From an optimization exercise on the open Yosys and OpenROAD flow, aimed at small area, a short achievable clock period and few clock cycles per item; shortcuts taken in it are not production practice. Only simulation tests tie the RTL to the original design; equivalence was not proved.

===== design/flow/design.v =====
package chachaPkg;
    localparam int DefaultDoubleRounds = 10;
    localparam int NumRounds = 2 * DefaultDoubleRounds;
endpackage
`timescale 1ns/1ps
module ksCarry (
    input  logic [31:0] p,
    input  logic [31:0] g,
    output logic [31:0] carry
);
    logic [31:0] g1, g2, g3, g4, g5;
    logic [31:0] p1, p2, p3, p4;
    localparam logic [31:0] Odd = 32'haaaaaaaa;
    assign g1 = g  | (p  & {g[30:0],  1'b0}  & Odd);
    assign p1 = p  & ({p[30:0],  1'b1}  | ~Odd);
    assign g2 = g1 | (p1 & {g1[29:0], 2'b0}  & Odd);
    assign p2 = p1 & ({p1[29:0], 2'b11} | ~Odd);
    assign g3 = g2 | (p2 & {g2[27:0], 4'b0}  & Odd);
    assign p3 = p2 & ({p2[27:0], 4'hf}  | ~Odd);
    assign g4 = g3 | (p3 & {g3[23:0], 8'b0}  & Odd);
    assign p4 = p3 & ({p3[23:0], 8'hff} | ~Odd);
    assign g5 = g4 | (p4 & {g4[15:0], 16'b0} & Odd);
    assign carry = g5 | (p & {g5[30:0], 1'b0} & ~Odd);
endmodule
module plainStep (
    input  logic [31:0] x,
    input  logic [31:0] y,
    output logic [31:0] p,
    output logic [31:0] carry
);
    assign p = x ^ y;
    ksCarry i_carry (
        .p     (p),
        .g     (x & y),
        .carry (carry)
    );
endmodule
module fusedStep (
    input  logic [31:0] x,
    input  logic [31:0] f,
    input  logic [31:0] cr,
    output logic [31:0] y,
    output logic [31:0] p,
    output logic [31:0] carry
);
    logic [31:0] e;
    assign e = x ^ f;
    assign y = f ^ cr;
    assign p = e ^ cr;
    ksCarry i_carry (
        .p     (p),
        .g     (x & y),
        .carry (carry)
    );
endmodule
module addBk32 (
    input  logic [31:0] a,
    input  logic [31:0] b,
    output logic [31:0] s
);
    logic [31:0] p;
    logic [31:0] g;
    assign p = a ^ b;
    assign g = a & b;
    logic g0_1, p0_1;
    assign g0_1 = g[1] | (p[1] & g[0]);
    assign p0_1 = p[1] & p[0];
    logic g0_3, p0_3;
    assign g0_3 = g[3] | (p[3] & g[2]);
    assign p0_3 = p[3] & p[2];
    logic g0_5, p0_5;
    assign g0_5 = g[5] | (p[5] & g[4]);
    assign p0_5 = p[5] & p[4];
    logic g0_7, p0_7;
    assign g0_7 = g[7] | (p[7] & g[6]);
    assign p0_7 = p[7] & p[6];
    logic g0_9, p0_9;
    assign g0_9 = g[9] | (p[9] & g[8]);
    assign p0_9 = p[9] & p[8];
    logic g0_11, p0_11;
    assign g0_11 = g[11] | (p[11] & g[10]);
    assign p0_11 = p[11] & p[10];
    logic g0_13, p0_13;
    assign g0_13 = g[13] | (p[13] & g[12]);
    assign p0_13 = p[13] & p[12];
    logic g0_15, p0_15;
    assign g0_15 = g[15] | (p[15] & g[14]);
    assign p0_15 = p[15] & p[14];
    logic g0_17, p0_17;
    assign g0_17 = g[17] | (p[17] & g[16]);
    assign p0_17 = p[17] & p[16];
    logic g0_19, p0_19;
    assign g0_19 = g[19] | (p[19] & g[18]);
    assign p0_19 = p[19] & p[18];
    logic g0_21, p0_21;
    assign g0_21 = g[21] | (p[21] & g[20]);
    assign p0_21 = p[21] & p[20];
    logic g0_23, p0_23;
    assign g0_23 = g[23] | (p[23] & g[22]);
    assign p0_23 = p[23] & p[22];
    logic g0_25, p0_25;
    assign g0_25 = g[25] | (p[25] & g[24]);
    assign p0_25 = p[25] & p[24];
    logic g0_27, p0_27;
    assign g0_27 = g[27] | (p[27] & g[26]);
    assign p0_27 = p[27] & p[26];
    logic g0_29, p0_29;
    assign g0_29 = g[29] | (p[29] & g[28]);
    assign p0_29 = p[29] & p[28];
    logic g0_31, p0_31;
    assign g0_31 = g[31] | (p[31] & g[30]);
    assign p0_31 = p[31] & p[30];
    logic g1_3, p1_3;
    assign g1_3 = g0_3 | (p0_3 & g0_1);
    assign p1_3 = p0_3 & p0_1;
    logic g1_7, p1_7;
    assign g1_7 = g0_7 | (p0_7 & g0_5);
    assign p1_7 = p0_7 & p0_5;
    logic g1_11, p1_11;
    assign g1_11 = g0_11 | (p0_11 & g0_9);
    assign p1_11 = p0_11 & p0_9;
    logic g1_15, p1_15;
    assign g1_15 = g0_15 | (p0_15 & g0_13);
    assign p1_15 = p0_15 & p0_13;
    logic g1_19, p1_19;
    assign g1_19 = g0_19 | (p0_19 & g0_17);
    assign p1_19 = p0_19 & p0_17;
    logic g1_23, p1_23;
    assign g1_23 = g0_23 | (p0_23 & g0_21);
    assign p1_23 = p0_23 & p0_21;
    logic g1_27, p1_27;
    assign g1_27 = g0_27 | (p0_27 & g0_25);
    assign p1_27 = p0_27 & p0_25;
    logic g1_31, p1_31;
    assign g1_31 = g0_31 | (p0_31 & g0_29);
    assign p1_31 = p0_31 & p0_29;
    logic g2_7, p2_7;
    assign g2_7 = g1_7 | (p1_7 & g1_3);
    assign p2_7 = p1_7 & p1_3;
    logic g2_15, p2_15;
    assign g2_15 = g1_15 | (p1_15 & g1_11);
    assign p2_15 = p1_15 & p1_11;
    logic g2_23, p2_23;
    assign g2_23 = g1_23 | (p1_23 & g1_19);
    assign p2_23 = p1_23 & p1_19;
    logic g2_31, p2_31;
    assign g2_31 = g1_31 | (p1_31 & g1_27);
    assign p2_31 = p1_31 & p1_27;
    logic g3_15, p3_15;
    assign g3_15 = g2_15 | (p2_15 & g2_7);
    assign p3_15 = p2_15 & p2_7;
    logic g3_31, p3_31;
    assign g3_31 = g2_31 | (p2_31 & g2_23);
    assign p3_31 = p2_31 & p2_23;
    logic g4_31, p4_31;
    assign g4_31 = g3_31 | (p3_31 & g3_15);
    assign p4_31 = p3_31 & p3_15;
    logic g5_23, p5_23;
    assign g5_23 = g2_23 | (p2_23 & g3_15);
    assign p5_23 = p2_23 & p3_15;
    logic g6_11, p6_11;
    assign g6_11 = g1_11 | (p1_11 & g2_7);
    assign p6_11 = p1_11 & p2_7;
    logic g6_19, p6_19;
    assign g6_19 = g1_19 | (p1_19 & g3_15);
    assign p6_19 = p1_19 & p3_15;
    logic g6_27, p6_27;
    assign g6_27 = g1_27 | (p1_27 & g5_23);
    assign p6_27 = p1_27 & p5_23;
    logic g7_5, p7_5;
    assign g7_5 = g0_5 | (p0_5 & g1_3);
    assign p7_5 = p0_5 & p1_3;
    logic g7_9, p7_9;
    assign g7_9 = g0_9 | (p0_9 & g2_7);
    assign p7_9 = p0_9 & p2_7;
    logic g7_13, p7_13;
    assign g7_13 = g0_13 | (p0_13 & g6_11);
    assign p7_13 = p0_13 & p6_11;
    logic g7_17, p7_17;
    assign g7_17 = g0_17 | (p0_17 & g3_15);
    assign p7_17 = p0_17 & p3_15;
    logic g7_21, p7_21;
    assign g7_21 = g0_21 | (p0_21 & g6_19);
    assign p7_21 = p0_21 & p6_19;
    logic g7_25, p7_25;
    assign g7_25 = g0_25 | (p0_25 & g5_23);
    assign p7_25 = p0_25 & p5_23;
    logic g7_29, p7_29;
    assign g7_29 = g0_29 | (p0_29 & g6_27);
    assign p7_29 = p0_29 & p6_27;
    logic g8_2, p8_2;
    assign g8_2 = g[2] | (p[2] & g0_1);
    assign p8_2 = p[2] & p0_1;
    logic g8_4, p8_4;
    assign g8_4 = g[4] | (p[4] & g1_3);
    assign p8_4 = p[4] & p1_3;
    logic g8_6, p8_6;
    assign g8_6 = g[6] | (p[6] & g7_5);
    assign p8_6 = p[6] & p7_5;
    logic g8_8, p8_8;
    assign g8_8 = g[8] | (p[8] & g2_7);
    assign p8_8 = p[8] & p2_7;
    logic g8_10, p8_10;
    assign g8_10 = g[10] | (p[10] & g7_9);
    assign p8_10 = p[10] & p7_9;
    logic g8_12, p8_12;
    assign g8_12 = g[12] | (p[12] & g6_11);
    assign p8_12 = p[12] & p6_11;
    logic g8_14, p8_14;
    assign g8_14 = g[14] | (p[14] & g7_13);
    assign p8_14 = p[14] & p7_13;
    logic g8_16, p8_16;
    assign g8_16 = g[16] | (p[16] & g3_15);
    assign p8_16 = p[16] & p3_15;
    logic g8_18, p8_18;
    assign g8_18 = g[18] | (p[18] & g7_17);
    assign p8_18 = p[18] & p7_17;
    logic g8_20, p8_20;
    assign g8_20 = g[20] | (p[20] & g6_19);
    assign p8_20 = p[20] & p6_19;
    logic g8_22, p8_22;
    assign g8_22 = g[22] | (p[22] & g7_21);
    assign p8_22 = p[22] & p7_21;
    logic g8_24, p8_24;
    assign g8_24 = g[24] | (p[24] & g5_23);
    assign p8_24 = p[24] & p5_23;
    logic g8_26, p8_26;
    assign g8_26 = g[26] | (p[26] & g7_25);
    assign p8_26 = p[26] & p7_25;
    logic g8_28, p8_28;
    assign g8_28 = g[28] | (p[28] & g6_27);
    assign p8_28 = p[28] & p6_27;
    logic g8_30, p8_30;
    assign g8_30 = g[30] | (p[30] & g7_29);
    assign p8_30 = p[30] & p7_29;
    assign s[0] = p[0];
    assign s[1] = p[1] ^ g[0];
    assign s[2] = p[2] ^ g0_1;
    assign s[3] = p[3] ^ g8_2;
    assign s[4] = p[4] ^ g1_3;
    assign s[5] = p[5] ^ g8_4;
    assign s[6] = p[6] ^ g7_5;
    assign s[7] = p[7] ^ g8_6;
    assign s[8] = p[8] ^ g2_7;
    assign s[9] = p[9] ^ g8_8;
    assign s[10] = p[10] ^ g7_9;
    assign s[11] = p[11] ^ g8_10;
    assign s[12] = p[12] ^ g6_11;
    assign s[13] = p[13] ^ g8_12;
    assign s[14] = p[14] ^ g7_13;
    assign s[15] = p[15] ^ g8_14;
    assign s[16] = p[16] ^ g3_15;
    assign s[17] = p[17] ^ g8_16;
    assign s[18] = p[18] ^ g7_17;
    assign s[19] = p[19] ^ g8_18;
    assign s[20] = p[20] ^ g6_19;
    assign s[21] = p[21] ^ g8_20;
    assign s[22] = p[22] ^ g7_21;
    assign s[23] = p[23] ^ g8_22;
    assign s[24] = p[24] ^ g5_23;
    assign s[25] = p[25] ^ g8_24;
    assign s[26] = p[26] ^ g7_25;
    assign s[27] = p[27] ^ g8_26;
    assign s[28] = p[28] ^ g6_27;
    assign s[29] = p[29] ^ g8_28;
    assign s[30] = p[30] ^ g7_29;
    assign s[31] = p[31] ^ g8_30;
endmodule
`timescale 1ns/1ps
module roundSequencer (
    input  logic clk,
    input  logic rstN,
    input  logic start,
    output logic load,
    output logic finish,
    output logic busy,
    output logic blockReady
);
    logic [4:0] roundCount;
    assign load   = start && !busy;
    assign finish = busy && (roundCount == 5'(chachaPkg::NumRounds));
    always_ff @(posedge clk) begin
        if (!rstN) begin
            busy       <= 1'b0;
            blockReady <= 1'b0;
        end else begin
            blockReady <= finish;
            if (load) begin
                busy <= 1'b1;
            end else if (finish) begin
                busy <= 1'b0;
            end
        end
    end
    always_ff @(posedge clk) begin
        if (load) begin
            roundCount <= '0;
        end else begin
            roundCount <= roundCount + 5'd1;
        end
    end
endmodule
`timescale 1ns/1ps
module stateMatrix (
    input  logic              clk,
    input  logic              load,
    input  logic [15:0][31:0] stateIn,
    output logic [15:0][31:0] work
);
    logic [3:0][31:0] pA1, cA1, a1;
    logic [3:0][31:0] pC1, cC1, c1, d1;
    logic [3:0][31:0] pA2, cA2, a2, b1;
    logic [3:0][31:0] pC2, cC2, c2, d2, b2;
    logic [15:0][31:0] next;
    function automatic logic [31:0] rotl(logic [31:0] x, int unsigned n);
        rotl = (x << n) | (x >> (32 - n));
    endfunction
    function automatic logic [31:0] shift1(logic [31:0] c);
        shift1 = {c[30:0], 1'b0};
    endfunction
    for (genvar j = 0; j < 4; j++) begin : g_qr
        plainStep i_a1 (
            .x     (work[j]),
            .y     (work[4 + j]),
            .p     (pA1[j]),
            .carry (cA1[j])
        );
        assign a1[j] = pA1[j] ^ shift1(cA1[j]);
        fusedStep i_c1 (
            .x     (work[8 + j]),
            .f     (rotl(work[12 + j], 16) ^ rotl(pA1[j], 16)),
            .cr    (rotl(shift1(cA1[j]), 16)),
            .y     (d1[j]),
            .p     (pC1[j]),
            .carry (cC1[j])
        );
        assign c1[j] = pC1[j] ^ shift1(cC1[j]);
        fusedStep i_a2 (
            .x     (a1[j]),
            .f     (rotl(work[4 + j], 12) ^ rotl(pC1[j], 12)),
            .cr    (rotl(shift1(cC1[j]), 12)),
            .y     (b1[j]),
            .p     (pA2[j]),
            .carry (cA2[j])
        );
        assign a2[j] = pA2[j] ^ shift1(cA2[j]);
        fusedStep i_c2 (
            .x     (c1[j]),
            .f     (rotl(d1[j], 8) ^ rotl(pA2[j], 8)),
            .cr    (rotl(shift1(cA2[j]), 8)),
            .y     (d2[j]),
            .p     (pC2[j]),
            .carry (cC2[j])
        );
        assign c2[j] = pC2[j] ^ shift1(cC2[j]);
        assign b2[j] = rotl(b1[j] ^ c2[j], 7);
    end
    for (genvar j = 0; j < 4; j++) begin : g_perm
        assign next[j]      = a2[(4 - j) % 4];
        assign next[4 + j]  = b2[(5 - j) % 4];
        assign next[8 + j]  = c2[(6 - j) % 4];
        assign next[12 + j] = d2[(7 - j) % 4];
    end
    always_ff @(posedge clk) begin
        if (load) begin
            work <= stateIn;
        end else begin
            work <= next;
        end
    end
endmodule
`timescale 1ns/1ps
module chachaBlock (
    input  logic         clk,
    input  logic         rstN,
    input  logic         start,
    input  logic [511:0] stateIn,
    output logic [511:0] blockOut,
    output logic         busy,
    output logic         blockReady
);
    logic              load;
    logic              finish;
    logic [15:0][31:0] stateInW;
    logic [15:0][31:0] initState;
    logic [15:0][31:0] work;
    logic [15:0][31:0] blockSum;
    assign stateInW = stateIn;
    roundSequencer i_sequencer (
        .clk        (clk),
        .rstN       (rstN),
        .start      (start),
        .load       (load),
        .finish     (finish),
        .busy       (busy),
        .blockReady (blockReady)
    );
    stateMatrix i_matrix (
        .clk     (clk),
        .load    (load),
        .stateIn (stateInW),
        .work    (work)
    );
    always_ff @(posedge clk) begin
        if (load) begin
            initState <= stateInW;
        end
    end
    for (genvar i = 0; i < 16; i++) begin : g_ff
        addBk32 i_add (.a(initState[i]), .b(work[i]), .s(blockSum[i]));
    end
    always_ff @(posedge clk) begin
        if (!rstN) begin
            blockOut <= '0;
        end else if (finish) begin
            blockOut <= blockSum;
        end
    end
endmodule

===== design/flow/flow/run.sh =====
#!/bin/bash
# Layout flow: the standard ORFS flow (standard.sh) from synthesis to the
# final layout, with two changes:
#  - synthesis: ADDER_MAP_FILE is left empty, so Yosys does not extract full
#    and half adders into fa/ha cells before ABC and ABC maps the adders'
#    logic itself (registers, their names and cell types are unchanged);
#  - placement: every input and output port still gets its own buffer, but a
#    sky130_fd_sc_hd__buf_1 rather than the default cell.
# make's full output goes to flow_make.log here; ORFS's per-step logs stay
# under orfs/logs.
set -euo pipefail
cd "$(dirname "$0")/.."
bash standard.sh ADDER_MAP_FILE= \
    "BUFFER_PORTS_ARGS=-buffer_cell sky130_fd_sc_hd__buf_1" finish > flow_make.log 2>&1

===== design/flow/standard.sh =====
#!/bin/bash
# synth_recipe.tcl (not shown) runs the flow's synth.tcl, then flattens the netlist and writes it again
# the make line also repeats each setting of config.mk as NAME=value (left out here)
make -C /OpenROAD-flow-scripts/flow DESIGN_CONFIG=/design/flow/config.mk WORK_HOME=/design/flow/orfs CLKGATE_MAP_FILE= SYNTH_SCRIPT=/design/flow/synth_recipe.tcl "${@:-finish}"

===== design/flow/config.mk =====
export PLATFORM = sky130hd
export DESIGN_NAME = chachaBlock
export DESIGN_NICKNAME = chachaBlock
export VERILOG_FILES = /design/flow/design.v
export SDC_FILE = /design/flow/constraint.sdc
export NUM_CORES = 4
export LEC_CHECK = 0
export ABC_AREA = 1
export CAP_MARGIN = 20
export CORE_MARGIN = 2
export CORE_UTILIZATION = 55
export SETUP_SLACK_MARGIN = 4
export SLEW_MARGIN = 20

===== design/flow/constraint.sdc =====
create_clock -name core_clock -period 10.0 [get_ports {clk}]
set_input_delay 2.0000 -clock core_clock [delete_from_list [all_inputs] [get_ports {clk}]]
set_output_delay 2.0000 -clock core_clock [all_outputs]
set_load 0.01 [all_outputs]

==> impl_results.md, run 1 <==
- Outcome: no timing/DRC/antenna violations
- Synth area leaders: dfxtp_1, nand2_1, edfxtp_1, xor2_1, inv_1
- Fill count: roughly 15000
- Final worst slack: between 3 and 4 ns
- Drt pass-1 iters: 9
- Fraction of registers with async set or reset after synthesis: 0%
- Synthesized area per cell: 6.70 um2
- EDFF count, synth: ~510
- Finished Cell Area: approximately 140000 um2
- Largest net degree at the start of global routing: about 190
- Rows: approximately 160
- Hold WC Path Type: flip-flop to flip-flop
- Core Footprint: a little under 200000 um2
- Clk slew on worst S/H paths: 0.07 ns
- Cell Area, Synth: 108000 um2
- Critical Path Source Type: flip-flop
- Post-Route Skew: 0.0521 ns
- IO Pins: slightly above 1000
- Crit path top cell by count: nand2_4
- Post-Synthesis Cells: approximately 16000
- Final Setup Violations: 0
- Critical path's largest stage delay: ~1.1 ns
- CTS tree: built
- DPL Wire Length: roughly 490000 um
- Die ar.: 199000 um2
- Worst slew pin tran: about 1.4 ns
- FF+latch area: approximately 37000 um2
- H-tree Lvls: 4
- Fmax: roughly 150 MHz
- Number of antenna violations at the first check in global routing: 125
- Fraction of layout cells with a size suffix above 1: roughly a quarter
- Post-synth top area cell: dfxtp_1
- Post-Route Utilization: a little under three quarters
- Met3 wire len: between 100000 and 150000 um
- DRT met1 WL: about 200000 um
- Seq/Total Area, Yosys: between 30% and 40%
- Total wire length: roughly 600000 um
- Critical-path top delay cell: o21ai_1
- Vias in the first global route: between 100k and 150k
- Starting Density: a little under three fifths
- # DRC: 0
- Die Ht: roughly 450 um
- Worst skew pair latency: between 0.8 and 0.9 ns
- Fin nets: roughly 18000
- Post-place setup slack: 2.08 ns
- IO Port Bufs: about 1000
- Worst path required time: ~11 ns
- Arrival @ worst endpoint: 7.32 ns
- Crit path time final: 6.57 ns
- RSZ-0062 raised after global routing: true
- First-pass GRT wire length: about 800000 um
- Post-route setup TNS: 0 ns
- Global Route Usage Sum: roughly 58%
- Initial DRC count: just under 20000
- Max-slew violation count: 0
- DR WL met2: 235000 um
- Clock Sinks: ~1500
- Vias: approximately 130k
- Worst hold margin: 0.452 ns
- Ys flop type: dfxtp_1
- Crit Path Max Fanout: 5
- Yosys cell types: 69
- Post-synth top area share: around a fifth
- Crit path capture type: flip-flop
- Die extent in x: between 400 and 500 um
- Gpl congestion: between 1 and 1.5
- Synthesized flop and latch total: between 1500 and 2000
- Top sig layer: met5
- Rel. slew slack: about 4.9%
- Global route total overflow: 0
- Via/cell ratio: 6.10
- Routed len/inst: between 20 and 30 um
- Max Cap Violations: 0
- Count of hold-fix buffers inserted at cts: 0
- Cell Area, Placed: ~110000 um2
- CTS Buf Count: between 150 and 200
- Area grow syn2layout: 30.0%
- Root Driver: clkbuf_16
- Tcrit/Tclk final: 65.7%
- Synth Net Count: 16600
- Worst setup path class: flip-flop to flip-flop
- Yosys warnings: 3
- Final hold viol count: 0
- Area of the multi-input gates: ~75000 um2
- Antenna Violating Nets Remaining: 0
- CTS max path bufs: 3
cells in the mapped netlist, drive strengths merged (170+ instances only):
cell type,number
nand2,5520
inv,2221
nor2,1974
xor2,1064
dfxtp,1031
nand3,935
o21ai,858
edfxtp,512
a21oi,382
xnor2,306
clkbuf,205
nor3,190
or2,170
per-stage QoR:
step           cells
6_report       20500
5_1_grt        20400
4_1_cts        19900
3_5_place_dp   19500
3_3_place_gp   19500
2_1_floorplan  16000
logic make-up after synthesis:
logic type                count (synthesis)  share of synthesized area [%]
AOI/OAI and AO/OA                      1704                           9.48
xor gates and xnor gates               1370                           11.9
buffers and inverters                  2476                           8.70
DFF                                    1543                           33.5
muxes                                     5                         0.0524
and+or+nand+nor                        8946                           36.3
sequential cells by signal (all words and copies together), names as in the netlist:
register,flops
i_sequencer.roundCount,5
initState,512
blockOut,512
i_matrix.work,512
i_sequencer.blockReady,1
i_sequencer.busy,1
cell type report:
class | instances | share of cell area, %
clock buffer | 209 | 3.28
inverter | 2239 | 6.07
tap | 2542 | 2.28
clock inverter | 102 | 0.816
sequential | 1543 | 26.2
antenna | 120 | 0.215
multi-input combinational | 12000 | 54.0
timing repair buffer | 1731 | 7.14
metal layers:
| layer | vias up | GRT usage (%) |
|---|---|---|
| met2 | 10500 | 79.3 |
| met4 | 42 | 57.7 |
| li1 | 53600 | - |
| met5 | - | 2.81 |
| met1 | 57400 | 65.9 |
| met3 | 3476 | 24.9 |
cell usage in the layout, fill, tap and decap left out, types with 63 or more instances in the layout:
cell	instances
nand2_1	4164
inv_2	312
inv_1	1893
nor2_1	1523
nand2_4	468
or2_2	93
nor3_1	153
nand3_2	157
xnor2_1	238
xor2_1	752
a21oi_1	249
xor2_4	157
nand3_1	646
o31ai_1	107
nor2_4	234
dfxtp_4	139
edfxtp_1	512
dfxtp_1	804
buf_1	1027
nand3_4	132
a21oi_2	86
o21ai_1	94
nand4_1	82
dfxtp_2	88
nor2_2	217
nand2_2	861
diode_2	120
buf_4	624
a32o_1	63
o21ai_0	706
xor2_2	155
clkbuf_16	169
path summary, 6_finish.rpt:
kind | startpoint | end | slack, ns | depth (start not counted)
max | i_matrix.work[162] | i_matrix.work[139] | 3.43 | 40
min | blockOut[260] | blockOut[260] | 0.45 | 2
max reg2reg | i_matrix.work[162] | i_matrix.work[139] | 3.43 | 40
min reg2reg | blockOut[260] | blockOut[260] | 0.45 | 2
critical path, delay by kind of cell (launching register included):
family / cells / cell delay, ns
xor+xnor: 1 / 0.30
compound gates: 1 / 1.07
flops: 1 / 0.46
buf+inv: 5 / 0.53
mux: 1 / 0.46
simple gates: 32 / 3.62
what timing repair did:
action,4_1_cts,5_1_grt
endpoints found under the setup margin,335,347
setup buffers,131,481
gates cloned,0,0
pin swaps,103,606
resized for setup,1183,2140
Testbench counts, summed over its fixed seeds: cycles 1,416, blocks 64.
==> inputs of run 2 (changes only) <==
--- a/design/flow/config.mk
+++ b/design/flow/config.mk
@@ -11,2 +11,3 @@
 export CORE_UTILIZATION = 55
+export GPL_ROUTABILITY_DRIVEN = 0
 export SETUP_SLACK_MARGIN = 4
==> run 2 against run 1 <==
The layout now fails its checks (max-capacitance violations, max-slew violations). Global-route usage shrank 5.6 points. Area after synthesis is the same. Via count shrank 5.5%. Critical endpoint is now i_matrix.work[197]. Register-to-register slack lost 0.72 ns. Non-clock buffer count shrank 235. Sequential share of layout area grew 1.0 points. Critical path depth shrank 9. Largest cell class unchanged.
==> impl_results.md, run 2 <==
- Post-Synthesis Cells: 16000 (unchanged)
- Routed len/inst: 27.5 um (-8.2%)
- Met2 Usage GRT: 71.2% (-8.1 points)
- Via/cell ratio: 5.83 (-4.4%)
- R2R Setup Slk: 2.70 ns (-0.72 ns)
- Vias: 118000 (-5.5%)
- Post-place setup slack: 2.67 ns (+0.594 ns)
- Antenna Violating Nets Remaining: 0 (unchanged)
- DPL Wire Length: 451000 um (-8.1%)
- Global Route Usage Sum: 52.3% (-5.6 points)
- Post-route setup TNS: 0 ns (unchanged)
- Clock Sinks: 1543 (unchanged)
- Die ar.: 199000 um2 (unchanged)
- Worst r2r src: i_matrix.work[224]
- Fmax: 137 MHz (-9.9%)
- Commonest non-fill, non-tap cell in the layout: nand2_1
- Area grow syn2layout: 24.9%
- Fill count: 17200 (+14%)
- Synth cell count leaders: nand2_1, inv_1, nor2_1, dfxtp_1, xor2_1
- Starting Density: 55.3% (unchanged)
- Number of antenna violations at the first check in global routing: 121 (-3.2%)
- Synth Net Count: 16600 (unchanged)
- Largest net degree at the start of global routing: 195 (+0.52%)
- Max-slew violation count: 3 (+3)
- H-tree Lvls: 4 (unchanged)
- Initial DRC count: 16100 (-18%)
- Global route total overflow: 0 (unchanged)
- Arrival @ worst endpoint: 7.99 ns (+0.67 ns)
- Post-synth top area cell: dfxtp_1
- CTS Buf Count: 172 (+4.2%)
- Die extent in x: 446 um (unchanged)
- Synthesized flop and latch total: 1543 (unchanged)
- Worst setup path class: flip-flop to flip-flop
- Crit path top cell by count: nand2_2
- Yosys warnings: 3 (unchanged)
- Most frequent cells in the layout: nand2_1, inv_1, nor2_1
- EDFF count, synth: 512 (unchanged)
- Post-synth top area share: 19.2% (unchanged)
- Area of the multi-input gates: 71700 um2 (-5.0%)
- IO Pins: 1029 (unchanged)
- Fin nets: 18000 (-1.3%)
- Ys flop type: dfxtp_1
- Worst slew pin tran: 1.68 ns (+0.258 ns)
- M1 GR Usage: 60.5% (-5.3 points)
- Synth area leaders: dfxtp_1, nand2_1, edfxtp_1, xor2_1, inv_1
- # DRC: 0 (unchanged)
- SO Viols: max-capacitance violations, max-slew violations
- Crit Path Max Fanout: 5 (unchanged)
- Worst path required time: 10.70 ns (-0.04 ns)
- Critical Path Source Type: flip-flop
- Drt pass-1 iters: 14 (+5)
- Critical path's largest stage delay: 1.30 ns (+0.23 ns)
- Critical-path top delay cell: xor2_1
- Top Usage Layer GRT: met2
- Total wire length: 558000 um (-9.3%)
- Worst skew pair latency: 0.91 ns (+0.02 ns)
- Yosys cell types: 69 (unchanged)
- Final Setup Violations: 0 (unchanged)
- Max Cap Violations: 2 (+2)
- Clk slew on worst S/H paths: 0.06 ns (about the same)
- IO Port Bufs: 1028 (unchanged)
- Rows: 162 (unchanged)
- Met3 Resource Use GR: 22.3% (-2.6 points)
- Vias in the first global route: 98900 (-7.9%)
- First-pass GRT wire length: 725000 um (-9.5%)
- Fraction of registers with async set or reset after synthesis: 0% (unchanged)
- Most numerous cell in the Yosys netlist: nand2_1
- Worst hold start: i_sequencer.roundCount[0]
- Largest regs: blockOut x512, i_matrix.work x512, initState x512
- Cell Area, Synth: 108000 um2 (unchanged)
- Tcrit/Tclk final: 73.0% (+7.2 points)
- Rel. slew slack: -12.1% (-17 points)
- Reg2reg end: i_matrix.work[197]
- Worst hold margin: 0.447 ns (-0.00491 ns)
- Crit path time final: 7.30 ns (+0.722 ns)
- FF+latch area: 36600 um2 (-0.24%)
- Crit path capture type: flip-flop
- CTS tree: built
- Synthesized area per cell: 6.70 um2 (unchanged)
- Final hold viol count: 0 (unchanged)
- Core Footprint: 195000 um2 (unchanged)
- Post-Route Skew: 0.0564 ns (+0.00421 ns)
- Worst Hold Path EP: i_sequencer.roundCount[0]
- Root Driver: clkbuf_16
- RSZ-0062 raised after global routing: true
- Fraction of layout cells with a size suffix above 1: 20.9% (-3.8 points)
- Outcome: finished with violations
- Hold WC Path Type: flip-flop to flip-flop
- CTS max path bufs: 3 (unchanged)
- Seq/Total Area, Yosys: 33.5% (unchanged)
- FF-to-FF path depth: 31 (-23%)
- Final worst slack: 2.70 ns (-0.722 ns)
- Hold path depth: 1 (-1)
- Die Ht: 446 um (unchanged)
==> run 2: cell counts after synthesis <==
No cell type changed its count.
==> run 2: area by class of cell <==
class / instances / share of cell area, %
Tap cell: 2542 / 2.37
Inverter: 2239 / 6.28
Multi-Input combinational cell: 12000 / 53.4
Clock buffer: 233 / 3.72
Timing Repair Buffer: 1496 / 6.00
Antenna cell: 107 / 0.199
Clock inverter: 87 / 0.855
Sequential cell: 1543 / 27.2
==> run 2: worst max-delay path: cells and delay by family, from the launching register on <==
| kind | cells | cell delay [ns] |
|---|---|---|
| AOI/OAI and AO/OA | 1 | 0.74 |
| and+or+nand+nor | 20 | 3.27 |
| xor gates and xnor gates | 4 | 2.10 |
| DFF | 1 | 0.33 |
| buffers and inverters | 6 | 0.57 |
==> run 2: cell families (layout without fill, tap and decap cells) <==
family          Yosys count  count (layout)  share of synthesized area, %
buf+inv                2476            4055                          8.70
other cells               0             107                             0
mux                       5               5                        0.0524
simple gates           8946            8946                          36.3
compound gates         1704            1704                          9.48
flops                  1543            1543                          33.5
xor+xnor               1370            1370                          11.9
==> run 2: how the worst max path moves through the flow <==
stage                                   from                 end  slack [ns]  depth (start not counted)
after floorplan                        start        initState[0]        4.20                          6
after global placement    i_matrix.work[238]  i_matrix.work[208]        2.00                         41
after detailed placement  i_matrix.work[149]  i_matrix.work[179]        2.67                         43
after CTS                 i_matrix.work[155]  i_matrix.work[171]        3.97                         39
after global routing      i_matrix.work[224]  i_matrix.work[197]        2.92                         35
final                     i_matrix.work[224]  i_matrix.work[197]        2.70                         31
==> run 2: routing by layer <==
layer,part of all wire (%),vias to the layer above
li1,-,53200
met1,33,53900
met2,38,8358
met3,16,2660
met4,13,70
met5,0.22,-
==> run 2: timing repair <==
action                     in CTS  in global routing
gates resized for setup       635               1753
buffers inserted               44                341
pin swaps                      22                394
setup endpoints to repair     248                327
hold buffers                    0                  0
==> run 2: stage by stage <==
stage	std cells	cell area (um2)	utilization, %
2_1_floorplan	16000	108000	-
3_3_place_gp	19500	114000	58.8
3_5_place_dp	19500	114000	58.8
4_1_cts	19800	124000	63.6
5_1_grt	20200	134000	68.9
6_report	20300	134000	69.0
==> inputs of run 3 (changes only) <==
--- a/design/flow/design.v
+++ b/design/flow/design.v
@@ -313,3 +313,2 @@
     logic [3:0][31:0] pC2, cC2, c2, d2, b2;
-    logic [15:0][31:0] next;
     function automatic logic [31:0] rotl(logic [31:0] x, int unsigned n);
@@ -357,14 +356,27 @@
     end
+    logic [3:0][31:0] eA, lA, eB, lB, eC, lC, eD, lD;
+    logic [15:0][31:0] nextE;
+    logic [15:0][31:0] nextL;
+    for (genvar j = 0; j < 4; j++) begin : g_split
+        assign eA[j] = pA2[j];
+        assign lA[j] = shift1(cA2[j]);
+        assign eB[j] = rotl(b1[j] ^ pC2[j], 7);
+        assign lB[j] = rotl(shift1(cC2[j]), 7);
+        assign eC[j] = pC2[j];
+        assign lC[j] = shift1(cC2[j]);
+        assign eD[j] = rotl(d1[j], 8) ^ rotl(pA2[j], 8);
+        assign lD[j] = rotl(shift1(cA2[j]), 8);
+    end
     for (genvar j = 0; j < 4; j++) begin : g_perm
-        assign next[j]      = a2[(4 - j) % 4];
-        assign next[4 + j]  = b2[(5 - j) % 4];
-        assign next[8 + j]  = c2[(6 - j) % 4];
-        assign next[12 + j] = d2[(7 - j) % 4];
+        assign nextE[j]      = eA[(4 - j) % 4];
+        assign nextL[j]      = lA[(4 - j) % 4];
+        assign nextE[4 + j]  = eB[(5 - j) % 4];
+        assign nextL[4 + j]  = lB[(5 - j) % 4];
+        assign nextE[8 + j]  = eC[(6 - j) % 4];
+        assign nextL[8 + j]  = lC[(6 - j) % 4];
+        assign nextE[12 + j] = eD[(7 - j) % 4];
+        assign nextL[12 + j] = lD[(7 - j) % 4];
     end
     always_ff @(posedge clk) begin
-        if (load) begin
-            work <= stateIn;
-        end else begin
-            work <= next;
-        end
+        work <= (load ? stateIn : nextE) ^ (nextL & {512{!load}});
     end
==> run 3 against run 2 <==
The run now finishes clean. Global-route usage down 1.0 points. Count of clock-buffer cells in the layout up 15. Sequential share of layout area up 0.72 points. Register-to-register slack better by 1.3 ns. Critical path depth up 7. Wire length down 0.22%. Non-clock buffer count down 252. Utilization down 4.5 points. Critical endpoint is now i_matrix.work[310].
==> impl_results.md, run 3 <==
- Outcome: no timing/DRC/antenna violations
- Initial DRC count: 16400 (+1.3%)
- Post-place setup slack: 3.06 ns (+0.393 ns)
- CTS tree: built
- Total wire length: 557000 um (-0.22%)
- Fmax: 166 MHz (+21%)
- Yosys warnings: 3 (unchanged)
- Worst setup path class: flip-flop to flip-flop
- Vias in the first global route: 99900 (+0.96%)
- Synth Net Count: 17000 (+2.7%)
- Crit path time final: 6.03 ns (-1.27 ns)
- Count of hold-fix buffers inserted at cts: 0 (unchanged)
- Max-slew violation count: 0 (-3)
- Post-Synth XOR/XNOR Area: 13.2% (+1.2 points)
- EDFF count, synth: 512 (unchanged)
- Most frequent cells in the layout: nand2_1, inv_1, nor2_1
- Hold WC Path Type: flip-flop to flip-flop
- Core Footprint: 202000 um2 (+4.0%)
- Fraction of layout cells with a size suffix above 1: 15.4% (-5.4 points)
- Crit path capture type: flip-flop
- Post-Synthesis Cells: 16500 (+2.8%)
- Final Setup Violations: 0 (unchanged)
- Crit path top cell by count: nand2_1
- Seq/Total Area, Yosys: 32.2% (-1.3 points)
- Post-synth top area cell: dfxtp_1
- Post-synthesis mux area share: 0.108% (+0.056 points)
- Clock Sinks: 1543 (unchanged)
- Worst skew pair latency: 0.90 ns (about the same)
- Root Driver: clkbuf_16
- Via/cell ratio: 5.73 (-1.7%)
- CTS Buf Count: 175 (+1.7%)
- Synthesized area per cell: 6.79 um2 (+1.3%)
- Critical Path Source Type: flip-flop
- Ys flop type: dfxtp_1
- RSZ-0062 raised after global routing: true
- Rows: 165 (+1.9%)
- First-pass GRT wire length: 741000 um (+2.3%)
- Largest family of logic cells by synthesized area: simple AND/OR/NAND/NOR gates
- Die Ht: 455 um (+2.0%)
- Post-synth top area share: 18.4% (-0.76 points)
- Synth cell count leaders: nand2_1, inv_1, nor2_1, xor2_1, dfxtp_1
- Global route total overflow: 0 (unchanged)
- Vias: 118000 (-0.45%)
- Tcrit/Tclk final: 60.3% (-13 points)
- Synth Area in Adders: 0.0179% (+0.018 points)
- Synthesized flop and latch total: 1543 (unchanged)
- Simple-gate share of the synthesized area: 35.1% (-1.2 points)
- Most numerous cell in the Yosys netlist: nand2_1
- IO Pins: 1029 (unchanged)
- Critical path's largest stage delay: 0.50 ns (-0.80 ns)
- Final hold viol count: 0 (unchanged)
- H-tree Lvls: 4 (unchanged)
- Fraction of registers with async set or reset after synthesis: 0% (unchanged)
- Rel. slew slack: 13.4% (+26 points)
- Antenna Violating Nets Remaining: 0 (unchanged)
- Starting Density: 55.3% (+0.068 points)
- Worst hold margin: 0.450 ns (+0.00230 ns)
- Largest net degree at the start of global routing: 199 (+2.1%)
- Synth Area in Compound Gates: 10.8% (+1.3 points)
- Die extent in x: 455 um (+2.0%)
- Synth area leaders: dfxtp_1, nand2_1, edfxtp_1, xor2_1, inv_1
- Drt pass-1 iters: 11 (-3)
- Yosys cell types: 80 (+16%)
- Post-route setup TNS: 0 ns (unchanged)
- # DRC: 0 (unchanged)
- Final worst slack: 3.97 ns (+1.27 ns)
- Number of antenna violations at the first check in global routing: 92 (-24%)
- Max Cap Violations: 0 (-2)
- Commonest non-fill, non-tap cell in the layout: nand2_1
- IO Port Bufs: 1028 (unchanged)
- Fill count: 18900 (+10%)
- Worst path required time: 10.74 ns (+0.04 ns)
- Area grow syn2layout: 16.7%
- DPL Wire Length: 464000 um (+2.9%)
- Clk slew on worst S/H paths: 0.06 ns (about the same)
- Die ar.: 207000 um2 (+4.1%)
- Largest regs: blockOut x512, i_matrix.work x512, initState x512
- Cell Area, Synth: 112000 um2 (+4.1%)
- Worst slew pin tran: 1.30 ns (-0.377 ns)
- CTS max path bufs: 3 (unchanged)
- Routed len/inst: 27.1 um (-1.5%)
- Critical-path top delay cell: dfxtp_1
- Arrival @ worst endpoint: 6.77 ns (-1.22 ns)
- Post-Route Skew: 0.0597 ns (+0.00333 ns)
- Fin nets: 18200 (+0.90%)
- Crit Path Max Fanout: 5 (unchanged)
- Global Route Usage Sum: 51.3% (-1.0 points)
## run 3: area by class of cell
class / instances / area, um2 / area share [%]
repair buffers: 1244 / 5900 / 4.52
flip-flops and latches: 1543 / 36500 / 27.9
well taps: 2672 / 3340 / 2.56
inverters: 2255 / 8490 / 6.50
clock buffers: 248 / 5010 / 3.83
diodes: 72 / 180 / 0.138
clock inverters: 84 / 865 / 0.662
multi-input cells: 12400 / 70300 / 53.8
## run 3: routing by layer
metal	vias to the layer above	part of all wire, %	GRT usage (%)
met5	-	0.11	0.276
met1	53500	34	61.0
met4	48	12	47.0
li1	54300	-	-
met2	7772	38	70.4
met3	2130	15	20.3
## run 3: worst max-delay path, delay by kind of cell (launching register included)
family | cells | cell delay (ns)
compound gates | 3 | 0.78
buf+inv | 4 | 0.35
xor+xnor | 2 | 0.38
flops | 1 | 0.50
simple gates | 29 | 3.90
## run 3: through the flow
step                instance area (um2)  utilization [%]  std cells
floorplan                        112000                -      16500
global placement                 119000             58.7      20000
detailed placement               119000             58.7      20000
CTS                              126000             62.2      20300
global route                     131000             64.5      20500
finish                           131000             64.6      20500
## run 3: logic make-up after synthesis
family / count (synthesis)
adders and majority gates: 2
AOI/OAI and AO/OA: 1995
buffers and inverters: 2524
xor gates and xnor gates: 1571
and+or+nand+nor: 8840
muxes: 12
DFF: 1543
## run 3: repair_timing
action | 4_1_cts | 5_1_grt
resized for setup | 278 | 848
pin swaps | 3 | 101
setup endpoints to repair | 241 | 270
setup buffers | 3 | 124
## run 3: worst paths after layout
check | start | to | slack, ns | cells past startpoint
setup / recovery | i_matrix.work[185] | i_matrix.work[310] | 3.97 | 38
hold / removal | blockOut[101] | blockOut[101] | 0.45 | 2
hold reg to reg | blockOut[101] | blockOut[101] | 0.45 | 2
setup reg to reg | i_matrix.work[185] | i_matrix.work[310] | 3.97 | 38
Testbench counts of run 3, summed over its fixed seeds: cycles 1,416, blocks 64.
==> inputs of run 4 (changes only) <==
--- a/design/flow/config.mk
+++ b/design/flow/config.mk
@@ -11,3 +11,2 @@
 export CORE_UTILIZATION = 55
-export GPL_ROUTABILITY_DRIVEN = 0
 export SETUP_SLACK_MARGIN = 4
==> run 4 against run 3 <==
Critical endpoint is now i_matrix.work[221]. Synthesized cell count did not move. Still clean. Fmax grew 0.26%. Non-clock buffer count rose by 76. Design area increased by 1.2%. Hold slack barely moved. Worst setup slack improved by 0.015 ns. Critical path depth unchanged.
==> impl_results.md, run 4 <==
- H-tree Lvls: 4 (unchanged)
- Outcome: no timing/DRC/antenna violations
- CTS max path bufs: 3 (unchanged)
- Reg2reg end: i_matrix.work[221]
- Area grow syn2layout: 18.1%
- Hold WC Path Type: flip-flop to flip-flop
- Count of hold-fix buffers inserted at cts: 0 (unchanged)
- Cell Area, Placed: 119000 um2 (+0.13%)
- Finished Cell Area: 132000 um2 (+1.2%)
- Drt pass-1 iters: 7 (-4)
- # DRC: 0 (unchanged)
- FF-to-FF path depth: 38 (unchanged)
- Ys flop type: dfxtp_1
- IO Pins: 1029 (unchanged)
- Worst setup path class: flip-flop to flip-flop
- Fill count: 18500 (-2.4%)
- DPL Wire Length: 482000 um (+3.8%)
- Vias in the first global route: 103000 (+3.0%)
- Final hold viol count: 0 (unchanged)
- Post-synth top area cell: dfxtp_1
- Crit path top cell by count: nand2_1
- Area of the multi-input gates: 71200 um2 (+1.3%)
- Post-Route Utilization: 65.3% (+0.79 points)
- Core Footprint: 202000 um2 (unchanged)
- Via/cell ratio: 5.83 (+1.7%)
- Die Ht: 455 um (unchanged)
- Global Route Usage Sum: 52.8% (+1.5 points)
- Vias: 120000 (+2.1%)
- Synth area leaders: dfxtp_1, nand2_1, edfxtp_1, xor2_1, inv_1
- Gpl congestion: roughly 1.2
- Initial DRC count: 17200 (+4.8%)
- Tcrit/Tclk final: 60.1% (-0.15 points)
- Crit Path Max Fanout: 6 (+1)
- Synth cell count leaders: nand2_1, inv_1, nor2_1, xor2_1, dfxtp_1
- Most frequent cells in the layout: nand2_1, inv_1, nor2_1
- Total wire length: 575000 um (+3.3%)
- Post-Route Skew: 0.0753 ns (+0.0156 ns)
- Critical path's largest stage delay: 0.52 ns (+0.02 ns)
- Fraction of layout cells with a size suffix above 1: 16.5% (+1.0 points)
- Seq/Total Area, Yosys: 32.2% (unchanged)
- Synthesized flop and latch total: 1543 (unchanged)
- Worst skew pair latency: 0.91 ns (about the same)
- Most numerous cell in the Yosys netlist: nand2_1
- Clock Sinks: 1543 (unchanged)
- Worst setup path start: i_matrix.work[104]
- Fin nets: 18200 (+0.38%)
- Final Setup Violations: 0 (unchanged)
- Max Cap Violations: 0 (unchanged)
- Fraction of registers with async set or reset after synthesis: 0% (unchanged)
- Rows: 165 (unchanged)
- Arrival @ worst endpoint: 6.77 ns (about the same)
- Root Driver: clkbuf_16
- Fmax: 166 MHz (+0.26%)
- Worst setup path end: i_matrix.work[221]
- R2R Setup Slk: 3.99 ns (+0.02 ns)
- Yosys cell types: 80 (unchanged)
- Worst path required time: 10.76 ns (+0.02 ns)
- First-pass GRT wire length: 761000 um (+2.7%)
- IO Port Bufs: 1028 (unchanged)
- RSZ-0062 raised after global routing: true
- Post-Synthesis Cells: 16500 (unchanged)
- Synth Net Count: 17000 (unchanged)
- Die extent in x: 455 um (unchanged)
- Clk slew on worst S/H paths: 0.06 ns (about the same)
- Antenna Violating Nets Remaining: 0 (unchanged)
- Critical-path top delay cell: dfxtp_2
- Worst slew pin tran: 1.12 ns (-0.177 ns)
- Yosys warnings: 3 (unchanged)
- CTS tree: built
- FF+latch area: 36500 um2 (about the same)
- Die ar.: 207000 um2 (unchanged)
- Rel. slew slack: 25.1% (+12 points)
- Global route total overflow: 0 (unchanged)
- Largest regs: blockOut x512, i_matrix.work x512, initState x512
- Post-route setup TNS: 0 ns (unchanged)
- Post-synth top area share: 18.4% (unchanged)
- EDFF count, synth: 512 (unchanged)
- Starting Density: 55.3% (unchanged)
- Routed len/inst: 27.9 um (+2.9%)
- Cell Area, Synth: 112000 um2 (unchanged)
- Number of antenna violations at the first check in global routing: 97 (+5.4%)
- Max-slew violation count: 0 (unchanged)
- Worst r2r src: i_matrix.work[104]
- Commonest non-fill, non-tap cell in the layout: nand2_1
- Crit path time final: 6.01 ns (-0.0154 ns)
- Synthesized area per cell: 6.79 um2 (unchanged)
- Critical Path Source Type: flip-flop
- Largest net degree at the start of global routing: 198 (-0.50%)
- Crit path capture type: flip-flop
- CTS Buf Count: 168 (-4.0%)
- Worst hold margin: 0.449 ns (-0.000196 ns)
-- run 4: changes by cell type in the layout (fill, tap and decap cells not counted), sizes merged --
| cell | previous run | this run |
|---|---|---|
| buf | 1242 | 1319 |
| diode | 72 | 87 |
| clkbuf | 250 | 237 |
| clkinv | 80 | 73 |
| bufinv | 6 | 12 |
| clkinvlp | 9 | 4 |
| inv | 2244 | 2246 |
-- run 4: per-stage QoR --
stage | instances | worst slack [ns]
after CTS | 20400 | 3.95
final | 20600 | 3.99
after global routing | 20600 | 3.81
after detailed placement | 20000 | 2.94
after floorplan | 16500 | 4.13
after global placement | 20000 | 2.93
-- run 4: routing by layer --
| layer | GRT usage [%] | vias to the layer above | part of all wire [%] |
|---|---|---|---|
| li1 | - | 54400 | - |
| met2 | 72.6 | 8385 | 39 |
| met3 | 19.4 | 2289 | 15 |
| met1 | 62.8 | 55000 | 34 |
| met5 | 0 | - | 0.032 |
| met4 | 50.8 | 30 | 12 |
-- run 4: worst min path at each step --
| stage | start | to | slack [ns] | depth (start not counted) |
|---|---|---|---|---|
| final | blockOut[6] | blockOut[6] | 0.45 | 2 |
| after global routing | blockOut[251] | blockOut[251] | 0.47 | 2 |
| after CTS | i_sequencer.roundCount[0] | i_sequencer.roundCount[0] | 0.44 | 1 |
| after detailed placement | i_sequencer.roundCount[0] | i_sequencer.roundCount[0] | 0.43 | 1 |
| after global placement | i_sequencer.roundCount[0] | i_sequencer.roundCount[0] | 0.43 | 1 |
| after floorplan | i_sequencer.roundCount[0] | i_sequencer.roundCount[0] | 0.41 | 1 |
-- run 4: cells by family after synthesis --
logic type	share of synthesized area [%]
multiplexers	0.108
XOR/XNOR	13.2
AND/OR/NAND/NOR	35.1
adder cells (fa/ha/maj)	0.0179
buffers and inverters	8.63
AO/OA/AOI/OAI	10.8
flip-flops	32.2
-- run 4: critical path, delay by kind of cell, from the launching register on --
kind | cells | cell delay (ns)
AOI/OAI and AO/OA | 1 | 0.22
xor gates and xnor gates | 2 | 0.55
DFF | 1 | 0.52
buffers and inverters | 3 | 0.40
and+or+nand+nor | 32 | 4.17
-- run 4: area by class of cell --
type	count	area share, %
clock inverters	80	0.716
well taps	2672	2.53
diodes	87	0.165
repair buffers	1320	5.00
multi-input cells	12400	53.9
flip-flops and latches	1543	27.6
clock buffers	236	3.67
inverters	2255	6.43
-- run 4: timing repair --
| item | in CTS | in global routing |
|---|---|---|
| resized for setup | 395 | 945 |
| setup endpoints to repair | 263 | 273 |
| buffers inserted | 11 | 171 |
| pin swaps | 10 | 137 |

-- re-timing with driven ports --
No port has a modelled driver above. Below, the same layouts with a new extraction and two added sets of constraints.
Step 1 assumes that a clkbuf_16 drives the clock port and a buf_2 every other input.
Step 2 times the ports against the registers' clock, not the clock port: input delays grow and output delays shrink by t, the midpoint of the rising clock arrivals with the driver on.
Slacks: ideal / step 1 / step 2; pairs: ideal / step 1.
run	shift t [ns]	setup WS [ns]	worst setup path after step 2	worst register clock-pin slew, ns	worst data-port slew with drivers (ns)
run 1	0.968	3.426 / 3.426 / 3.381	input to register	0.08 / 0.08	0.48
run 2	0.994	2.704 / 2.704 / 2.704	register to register	0.08 / 0.08	0.31
run 3	0.982	3.973 / 3.973 / 3.973	register to register	0.07 / 0.07	0.26
run 4	0.972	3.988 / 3.988 / 3.988	register to register	0.08 / 0.08	0.28
For run 1, which loses most, drivers alone change the setup slack by 0.000 ns; drivers and shift together by -0.045 ns.
